Context: an optimization exercise on an open-source flow, tuned for small area, a short achievable clock period and few clock cycles per item. The choices shown serve that exercise and are no tape-out recipe. In this exercise RTL edits were held to simulation tests only and were not proved equivalent to the original.

build 60:
// rational_arithmetic_unit
module rational_arithmetic_unit
#(
	parameter int WIDTH = 32
) (
	input  wire          clk,
	input  wire          arst_n,
	input  wire          s_axis_tvalid,
	output logic         s_axis_tready,
	input  wire  [127:0] s_axis_tdata,   
	input  wire  [2:0]   s_axis_tuser,   
	output logic         m_axis_tvalid,
	input  wire          m_axis_tready,
	output logic [63:0]  m_axis_tdata,   
	output logic [1:0]   m_axis_tuser    
);
	logic        full, take, n_neg, special;
	logic [1:0]  special_st;
	logic [63:0] n_val;
	logic [61:0] d_val;
	logic [31:0] r_num;
	logic [30:0] r_den;
	rau_ctrl u_ctrl (
		.clk      (clk),
		.arst_n   (arst_n),
		.s_valid  (s_axis_tvalid),
		.s_ready  (s_axis_tready),
		.s_data   (s_axis_tdata[125:0]),
		.s_op     (s_axis_tuser),
		.take     (take),
		.full     (full),
		.n_val    (n_val),
		.d_val    (d_val),
		.n_neg    (n_neg),
		.special    (special),
		.special_st (special_st)
	);
	rau_datapath u_dp (
		.clk        (clk),
		.arst_n     (arst_n),
		.full       (full),
		.take       (take),
		.n_val      (n_val),
		.d_val      (d_val),
		.n_neg      (n_neg),
		.special      (special),
		.special_st   (special_st),
		.out_valid  (m_axis_tvalid),
		.out_ready  (m_axis_tready),
		.out_r_num  (r_num),
		.out_r_den  (r_den),
		.out_status (m_axis_tuser)
	);
	assign m_axis_tdata = {1'b0, r_den, r_num};
endmodule
For scale: about 540 flip-flops.
export LEC_CHECK = 0
export CAP_MARGIN = 20
export CORE_MARGIN = 2
export CORE_UTILIZATION = 60
export SLEW_MARGIN = 20
create_clock -name core_clock -period 13.0 [get_ports {clk}]
run.sh (not shown) runs the stock make flow with config.mk's settings and CLKGATE_MAP_FILE= SYNTH_SCRIPT=/design/flow/synth_recipe.tcl, a recipe that flattens the netlist after the stock synthesis.
Testbench counts of build 60, summed over its fixed seeds: cycles 71,838, items 3,200.
Edits applied to the flow inputs when going from build 60 to build 50:
# build 60
export LEC_CHECK = 0
export CAP_MARGIN = 20
export CORE_MARGIN = 2
export CORE_UTILIZATION = 60
export SLEW_MARGIN = 20
create_clock -name core_clock -period 13.0 [get_ports {clk}]
# build 50
export LEC_CHECK = 0
export CAP_MARGIN = 20
export CORE_MARGIN = 2
export CORE_UTILIZATION = 40
export SLEW_MARGIN = 20
create_clock -name core_clock -period 13.0 [get_ports {clk}]
==> run summary <==
Compared build 50 vs build 60, and slew of the pin with the lowest slew margin is down in build 50.
Measured against each other, build 60 and build 50 differ in core utilization, the higher figure coming from build 60.
Of build 60 and build 50, the run reporting the lower via count of the first global-routing pass was build 60.
Fmax: build 50 above build 60
On cell area after layout, build 50 does worse than build 60.
Delta (build 50 minus build 60): total half-perimeter wirelength after legalization and detailed placement up 7800 µm, final wirelength went up by 6.3%.
Input changes introduced in build 29 (baseline for comparison: build 50):
# build 50
export LEC_CHECK = 0
export CAP_MARGIN = 20
export CORE_MARGIN = 2
export CORE_UTILIZATION = 40
export SLEW_MARGIN = 20
create_clock -name core_clock -period 13.0 [get_ports {clk}]
# build 29
export LEC_CHECK = 0
export CAP_MARGIN = 20
export CORE_MARGIN = 2
export CORE_UTILIZATION = 40
export CTS_BUF_LIST = sky130_fd_sc_hd__clkbuf_4 sky130_fd_sc_hd__clkbuf_8
export SLEW_MARGIN = 20
create_clock -name core_clock -period 13.0 [get_ports {clk}]
--- outcome ---
- Number of placement rows delta (build 29 -> build 50): insignificant
- Across both runs, register-to-register slack was lower for build 29 than for build 50.
- NOTE net count of the finished layout build 50->build 29 increased slightly
- Comparing build 50 and build 29, buffer count excluding the clock tree in the final layout is lower on build 50.
--- input diff build 29..build 87 ---
# build 29
export LEC_CHECK = 0
export CAP_MARGIN = 20
export CORE_MARGIN = 2
export CORE_UTILIZATION = 40
export CTS_BUF_LIST = sky130_fd_sc_hd__clkbuf_4 sky130_fd_sc_hd__clkbuf_8
export SLEW_MARGIN = 20
create_clock -name core_clock -period 13.0 [get_ports {clk}]
# build 87
export LEC_CHECK = 0
export CAP_MARGIN = 20
export CORE_MARGIN = 2
export CORE_UTILIZATION = 40
export SLEW_MARGIN = 20
create_clock -name core_clock -period 13.0 [get_ports {clk}]
==> flow/flow/run.sh (new file) <==
#!/bin/bash
# The standard layout (standard.sh, unchanged synthesis and steps), with one
# change: the buffers that buffer_ports puts on every input and output port are
# sky130_fd_sc_hd__buf_1 instead of the tool's default choice.
# The make output of the whole layout goes to standard_flow.log here; each ORFS
# step also keeps its own log under orfs/logs/.
set -euo pipefail
export BUFFER_PORTS_ARGS="-buffer_cell sky130_fd_sc_hd__buf_1"
bash standard.sh finish > standard_flow.log 2>&1
==> flow/standard.sh (new file) <==
#!/bin/bash
# synth_recipe.tcl (not shown) runs the flow's synth.tcl, then flattens the netlist and writes it again
# the make line also repeats each setting of config.mk as NAME=value (left out here)
make -C /OpenROAD-flow-scripts/flow DESIGN_CONFIG=/design/flow/config.mk WORK_HOME=/design/flow/orfs CLKGATE_MAP_FILE= SYNTH_SCRIPT=/design/flow/synth_recipe.tcl "${@:-finish}"
removed: flow/run.sh
[summary]
The run showing the greater slack of the critical path is build 87. Of build 87 and build 29, it is build 87 that has the lower proportion of layout cells with a drive suffix above 1. Looking at worst setup path endpoint, the u_dp.u_q[53]$_DFFE_PP_ result is from build 29; the u_dp.v_q[60]$_DFFE_PP_ one comes from build 87. Looking at worst-margin pin slew, build 87 sits 0.012 ns higher than build 29 does. Taking build 29 as the reference, in build 87 minimum period implied by the final worst setup slack now smaller, count of mapped cells out of synthesis level, maximum frequency went up about 4.7%, number of buffers created by CTS has decreased. Changes observed in build 87 relative to build 29: global-route usage neither gained nor lost much, count of input and output buffers essentially unchanged.
diff inputs: build 87 => build 44
# build 87
export LEC_CHECK = 0
export CAP_MARGIN = 20
export CORE_MARGIN = 2
export CORE_UTILIZATION = 40
export SLEW_MARGIN = 20
create_clock -name core_clock -period 13.0 [get_ports {clk}]
# build 44
export LEC_CHECK = 0
export CAP_MARGIN = 20
export CORE_MARGIN = 2
export CORE_UTILIZATION = 40
export CTS_BUF_LIST = sky130_fd_sc_hd__clkbuf_8
export SLEW_MARGIN = 20
create_clock -name core_clock -period 13.0 [get_ports {clk}]
==> flow/run.sh (new file) <==
#!/bin/bash
# synth_recipe.tcl (not shown) runs the flow's synth.tcl, then flattens the netlist and writes it again
# the make line also repeats each setting of config.mk as NAME=value (left out here)
make -C /OpenROAD-flow-scripts/flow DESIGN_CONFIG=/design/flow/config.mk WORK_HOME=/design/flow/orfs CLKGATE_MAP_FILE= SYNTH_SCRIPT=/design/flow/synth_recipe.tcl finish
removed: flow/flow/run.sh
removed: flow/standard.sh
### Flow results
- Build 44 finished every step from synthesis to the final layout, and the layout passed the timing, DRC and antenna checks.
- Compared to build 87, build 44 reaches a lower achievable clock.
- Build 44 vs. build 87: clock skew grew by 0.023 ns, logic depth of the worst setup path including buffers grew by 3.
- Going from build 87 to build 44, clock latency on the worst-skew pair grew by 0.11 ns; area of the multi-input gates held steady.
- On share of post-route cells with drive strength above 1, the lower figure sits with build 87, not build 44.
- Diff build 87 -> build 44 | data arrival at the endpoint of the critical path | increase of 0.25 ns
The inputs of build 89 differ from those of build 44 as listed below.
# build 44
export LEC_CHECK = 0
export CAP_MARGIN = 20
export CORE_MARGIN = 2
export CORE_UTILIZATION = 40
export CTS_BUF_LIST = sky130_fd_sc_hd__clkbuf_8
export SLEW_MARGIN = 20
create_clock -name core_clock -period 13.0 [get_ports {clk}]
# build 89
export LEC_CHECK = 0
export CAP_MARGIN = 20
export CORE_MARGIN = 2
export CORE_UTILIZATION = 75
export SLEW_MARGIN = 20
create_clock -name core_clock -period 13.0 [get_ports {clk}]
==> comparison <==
The critical path depth of build 89 is lower than that of build 44. Between build 44 and build 89, the buffer share of cell area does not differ in any meaningful way. Going from build 44 to build 89, worst setup slack lower, count of inserted antenna diode cells lower, final area lower, flip-flop and latch count roughly the same. Summary of build 89 over build 44: final-layout fill cell count fell about 70%; maximum frequency fell about 2.4%.

==> port drivers added, routing unchanged <==
The flow's constraints put no driver on any port. The routed layouts listed below were extracted and timed again, unchanged, in two steps. Step 1: set_driving_cell puts a clkbuf_16 on clk and a buf_2 on each other input, an assumption about the parent block. Step 2, shift: input delay + t, output delay - t, t = (earliest + latest rising clock arrival at the registers) / 2. This alone moves slack from input paths to output paths. a / b / c = no drivers / after step 1 / after step 2; a / b = the first two.
run	t (ns)	setup slack, ns	clock arrival spread, ns	worst register clock-pin slew, ns
build 60	0.709	6.549 / 6.549 / 6.549	0.026 / 0.026	0.07 / 0.07
build 50	0.704	6.806 / 6.806 / 6.806	0.029 / 0.029	0.07 / 0.07
build 29	0.837	6.754 / 6.754 / 6.754	0.064 / 0.064	0.08 / 0.08
build 87	0.743	7.035 / 7.035 / 7.035	0.040 / 0.040	0.07 / 0.07
build 44	0.837	6.738 / 6.738 / 6.738	0.063 / 0.063	0.08 / 0.08
build 89	0.718	6.581 / 6.581 / 6.581	0.039 / 0.039	0.08 / 0.08
After both steps every run listed still meets setup and hold.
